This design comes from an exercise in tuning for small area, a short achievable clock period and few clock cycles per item on the open sky130 flow, not from production work. At most, simulation tests tie the RTL to the original design; equivalence was not proved. Power is estimated from default activity; no workload was simulated.

Design fft_top, start of the top module:
module fft_top (
  input  logic                       clk,
  input  logic                       reset_i,
  input  logic                       in_valid_i,
  output logic                       in_ready_o,
  input  logic [2*(4 + 4)-1:0] in_sample_i,
  output logic                       out_valid_o,
  input  logic                       out_ready_i,
  output logic [2*(4 + 4)-1:0] out_bin_o,
  output logic                       out_last_o
);
For scale: about 1700 cells after synthesis, ~360 flip-flops.
Settings: LEC_CHECK=0, CAP_MARGIN=20, CORE_MARGIN=2, CORE_UTILIZATION=40, SETUP_SLACK_MARGIN=3.2, SLEW_MARGIN=20; clock period 6.0 ns.
run.sh (not shown) runs the stock make flow with config.mk's settings and CLKGATE_MAP_FILE= SYNTH_SCRIPT=/design/flow/synth_recipe.tcl, a recipe that flattens the netlist after the stock synthesis.
Testbench counts at the start, summed over its fixed seeds: cycles 4,192, frames 512.
Next try:
Settings changed: SETUP_SLACK_MARGIN 3.2 to default.
Outcome:
- synthesized cell count does not change
- setup slack is worse by 0.93 ns
- total power went down by 14%
- cell area went down by 14%
- routed wire length went down by 15%
- core utilization went down by 7.2 points
- maximum frequency went down by 19%
- combinational power went down by 24%
- worst hold slack is worse by 0.0052 ns
- register-to-register slack is worse by 0.93 ns
- via count went down by 7.5%

* * *

## the previous run
Another version of the RTL of fft_top (not shown whole).
Size: ~330 flip-flops, about 39 I/O pins, about 0.018 mm² of cells after synthesis.
Settings: LEC_CHECK=0, ABC_AREA=1, CAP_MARGIN=20, CORE_MARGIN=2, CORE_UTILIZATION=40, CTS_CLUSTER_DIAMETER=100, CTS_CLUSTER_SIZE=24, SETUP_SLACK_MARGIN=3.1, SLEW_MARGIN=20; clock period 6.0 ns.
standard.sh (not shown) runs the stock make flow with config.mk's settings and CLKGATE_MAP_FILE= SYNTH_SCRIPT=/design/flow/synth_recipe.tcl, a recipe that flattens the netlist after the stock synthesis.
==> flow/flow/run.sh <==
#!/bin/bash
# The standard layout, except that the port buffers are buf_2 cells
# instead of the default delay-buffer cell (smaller and faster).
set -euo pipefail
export BUFFER_PORTS_ARGS="-buffer_cell sky130_fd_sc_hd__buf_2"
bash standard.sh > standard.log 2>&1
The previous run went all the way through the flow, and no timing, DRC or antenna check failed.
Testbench counts of the previous run, summed over its fixed seeds: cycles 4,200, frames 512.
Here is what was changed in the inputs of the current run compared with the previous run.
Settings: swapping 3.1 for 3.0 in SETUP_SLACK_MARGIN; putting GPL_TIMING_DRIVEN at 0 where nothing was set.
==> flow/run.sh (new file) <==
#!/bin/bash
# synth_recipe.tcl (not shown) runs the flow's synth.tcl, then flattens the netlist and writes it again
# the make line also repeats each setting of config.mk as NAME=value (left out here)
make -C /OpenROAD-flow-scripts/flow DESIGN_CONFIG=/design/flow/config.mk WORK_HOME=/design/flow/orfs CLKGATE_MAP_FILE= SYNTH_SCRIPT=/design/flow/synth_recipe.tcl finish
removed: flow/flow/run.sh
removed: flow/standard.sh
### Flow results
As far as number of storage elements in the synthesis netlist goes, the previous run and the current run are indistinguishable; the numbers are identical. Going from the previous run to the current run, sum of negative setup slack held, setup slack at placement went down 0.46 ns. Number of filler instances in the final layout: the current run < the previous run. The current run vs. the previous run: cell count rose by 63, first-pass GRT wire length rose by 4.4 mm, worst stage delay on the critical path stayed essentially flat, worst max-slew margin expressed relative to the limit fell by 6.3 points. Looking at sequential share of cell area, the current run sits 2.5 points below the previous run.

* * *

fft_top, a different RTL version from the one above (not shown whole).
For scale: roughly 2000 cells after synthesis, ~330 flip-flops, about 39 I/O pins, ~18000 um^2 of cells after synthesis.
## fft_top
module fft_top (
  input  logic                       clk,
  input  logic                       reset_i,
  input  logic                       in_valid_i,
  output logic                       in_ready_o,
  input  logic [2*(4 + 4)-1:0] in_sample_i,
  output logic                       out_valid_o,
  input  logic                       out_ready_i,
  output logic [2*(4 + 4)-1:0] out_bin_o,
  output logic                       out_last_o
);
  logic [3:0][15:0] d_q, s_q, hi_q;
  logic [15:0]      bk1_q, bk3_q, bk5_q, bk7_q;
  logic [8:0]       z_q;
  logic             c7_q;
  logic [15:0]      out_q;
  logic             out_v_q, out_last_q;
  logic [2:0] fc_q;       
  logic       pa_cur_q;   
  logic [2:0] pa_q;       
  logic       bk_rdy_q;   
  logic [2:0] ob_q;       
  logic       ir_q;       
  logic       rdy_q;      
  logic       vin_q;      
  logic [15:0] in_q;
  ...
export LEC_CHECK = 0
export ABC_AREA = 1
export CAP_MARGIN = 20
export CORE_MARGIN = 2
export CORE_UTILIZATION = 40
export CTS_CLUSTER_DIAMETER = 100
export CTS_CLUSTER_SIZE = 24
export SETUP_SLACK_MARGIN = 3.2
export SLEW_MARGIN = 20
create_clock -name core_clock -period 6.0 [get_ports {clk}]
==> flow/flow/run.sh <==
#!/bin/bash
# The standard layout, except that the port buffers are buf_4 cells
# instead of the default (a slow delay-buffer cell).
set -euo pipefail
export BUFFER_PORTS_ARGS="-buffer_cell sky130_fd_sc_hd__buf_4"
bash standard.sh > standard.log 2>&1
The first run completed without violations.
Then changed:
==> flow/run.sh (new file) <==
#!/bin/bash
# synth_recipe.tcl (not shown) runs the flow's synth.tcl, then flattens the netlist and writes it again
# the make line also repeats each setting of config.mk as NAME=value (left out here)
make -C /OpenROAD-flow-scripts/flow DESIGN_CONFIG=/design/flow/config.mk WORK_HOME=/design/flow/orfs CLKGATE_MAP_FILE= SYNTH_SCRIPT=/design/flow/synth_recipe.tcl finish
SETUP_SLACK_MARGIN = 3.0   (was 3.2)
removed: flow/flow/run.sh
removed: flow/standard.sh
Power goes up by 2.6%.
Clock skew came out higher by 0.0093 ns.
Setup slack loses 0.11 ns.
Core utilization shrinks by 1.6 points.
Sequential cell count does not change.
Register-to-register slack got worse by 0.11 ns.
Hold slack is about the same.
Global-route usage shrinks by 0.32 points.
Synthesized cell count is unchanged.
Function was not checked in any run of this note: the RTL went through the layout flow alone.

* * *

fft_top, a different RTL version from the one above (not shown whole).
Size: ~1900 cells after synthesis, ~330 flip-flops, ~39 I/O pins, about 18000 sq um of cells after synthesis.
## fft_top
module fft_top (
  input  logic                       clk,
  input  logic                       reset_i,
  input  logic                       in_valid_i,
  output logic                       in_ready_o,
  input  logic [2*(4 + 4)-1:0] in_sample_i,
  output logic                       out_valid_o,
  input  logic                       out_ready_i,
  output logic [2*(4 + 4)-1:0] out_bin_o,
  output logic                       out_last_o
);
  logic [3:0][15:0] d_q, s_q, hi_q;
  logic [15:0]      bk1_q, bk3_q, bk5_q, bk7_q;
  logic [8:0]       z_q;
  logic             c7_q;
  logic [15:0]      out_q;
  logic             out_v_q, out_last_q;
  logic [2:0] fc_q;       
  logic       pa_cur_q;   
  logic [2:0] pa_q;       
  logic       bk_rdy_q;   
  logic [2:0] jc_q;       
  logic [2:0] ob_q;       
  logic       ir_q;       
  logic       rdy_q;      
  logic       vin_q;      
  logic [15:0] in_q;
  logic       st0_q, st1_q, w2_q, p2_q, p3_q, p4_q, p5_q, p6_q;
  logic       sa_d_q, sa_s0_q, sa_s1_q, sa_s2_q, sa_b1_q, sa_b3_q;
  logic       sb_d_q, sb_s1_q, sb_s2_q, sb_s3_q, sb_b5_q, sb_b7_q;
  logic       jx_q, j3_q;
  logic fire, start, step1, out_acc, ev, jstep;
  logic op;
  assign fire    = in_valid_i && rdy_q;
  assign op      = vin_q && ir_q;
  assign start   = st0_q;
  assign step1   = st1_q;
  assign out_acc = !out_v_q || out_ready_i;
  assign ev      = out_acc && (ob_q[2] || bk_rdy_q);
  assign jstep   = ev && !ob_q[2];
  logic [2:0] fc_n, pa_n, jc_n;
  logic       pa_cur_n, bk_rdy_n, ir_n;
  always_comb begin
    fc_n = op ? fc_q + 3'd1 : fc_q;
    if (op && fc_q == 3'd7)
      pa_cur_n = 1'b0;
  ...
export LEC_CHECK = 0
export ABC_AREA = 1
export CAP_MARGIN = 20
export CORE_MARGIN = 2
export CORE_UTILIZATION = 60
export SETUP_SLACK_MARGIN = 3.0
export SLEW_MARGIN = 20
create_clock -name core_clock -period 6.0 [get_ports {clk}]
run.sh (not shown) runs the stock make flow with config.mk's settings and CLKGATE_MAP_FILE= SYNTH_SCRIPT=/design/flow/synth_recipe.tcl, a recipe that flattens the netlist after the stock synthesis.
Stock flow here: none of the scripts above is used.
Testbench counts at the start, summed over its fixed seeds: cycles 4,200, frames 512.
Then changed:
Settings changed: CORE_UTILIZATION 60 to 40, SETUP_SLACK_MARGIN 3.0 to 2.7.
What happened:
- clock power climbs by about a fifth
- utilization drops by 23 points
- power climbs by a few percent
Then changed:
Settings changed: SETUP_SLACK_MARGIN 2.7 to 3.0.
The changed run went through all stages and came out clean.
Clock skew climbs by 0.0083 ns.
Routed wire length increases by 2.5%.
Setup slack improves by 0.086 ns.
Global-route usage is higher by 0.72 points.
Final cell count rose by 0.54%.
Area after synthesis stays the same.
Die area does not change.
Sequential share of layout area came out lower by 0.76 points.
Via count rises by 1.5%.
Register-to-register slack improved by 0.09 ns.
Then changed:
Settings changed: SETUP_SLACK_MARGIN 3.0 to 3.3.
After rerunning:
- wire length came out higher by 6.2%
- utilization rose by 5.7 points
- non-clock buffer count increases by 105
- clock skew decreases by 0.013 ns
- hold slack improves by 0.0034 ns
- synthesized cell count stays the same
- first-iteration DRC count rose by 1.3%
Then changed:
Settings changed: CTS_BUF_LIST from default to sky130_fd_sc_hd__clkbuf_4 sky130_fd_sc_hd__clkbuf_8, SETUP_SLACK_MARGIN 3.3 to 3.0.
Result:
- clock power increases by about 2%
- worst hold slack barely changes
- routed wire length decreases by about 6%
- via count decreases by 5.2%
- die area stays the same
- first-iteration DRC count decreases by 5.5%
- power increases by about 0.7%
- clock-buffer cell count increases by 37
- setup slack gets worse by 0.11 ns
- clock skew increases by 0.016 ns
- global-route usage decreases by 0.68 points

-- afterwards: timing with drivers on the ports --
No port has a modelled driver above. Below, the same layouts with a new extraction and two added sets of constraints. Step 1, drivers: a clkbuf_16 drives clk and a buf_2 each remaining input, both assumed. Step 2 moves the port delays by t, midway between the first and last clock arrival at a register: inputs arrive t later, outputs are due t later. That takes back most of the time a late clock gives input paths. Slacks: no drivers / after step 1 / after step 2; pairs: no drivers / after step 1.
run	t, ns	slack for setup (ns)	latest minus earliest clock arrival (ns)	worst slew at a driven data input, ns	cell pins on the clock port's net
the first run of note 1	0.594	2.154 / 2.154 / 2.154	0.013 / 0.014	0.04	1
the second run of note 1	0.583	1.228 / 1.228 / 1.228	0.020 / 0.019	0.03	1
the previous run	0.578	3.202 / 3.193 / 2.841	0.035 / 0.035	0.03	1
the current run	0.599	2.974 / 2.974 / 2.636	0.032 / 0.032	0.04	1
the first run of note 3	0.575	3.180 / 3.180 / 2.912	0.017 / 0.017	0.04	1
the second run of note 3	0.597	3.066 / 3.066 / 2.815	0.027 / 0.026	0.03	1
the first run of note 4	0.573	2.996 / 2.996 / 2.564	0.018 / 0.018	0.04	1
the second run of note 4	0.609	2.836 / 2.836 / 2.465	0.025 / 0.025	0.03	1
the third run of note 4	0.601	2.922 / 2.922 / 2.688	0.033 / 0.033	0.03	1
the fourth run of note 4	0.605	3.162 / 3.162 / 2.731	0.018 / 0.019	0.03	1
the fifth run of note 4	0.711	3.049 / 2.998 / 2.507	0.034 / 0.034	0.03	1
After both steps every run listed still meets setup and hold. For the fifth run of note 4, which loses most, drivers alone change the setup slack by -0.051 ns; drivers and shift together by -0.542 ns.
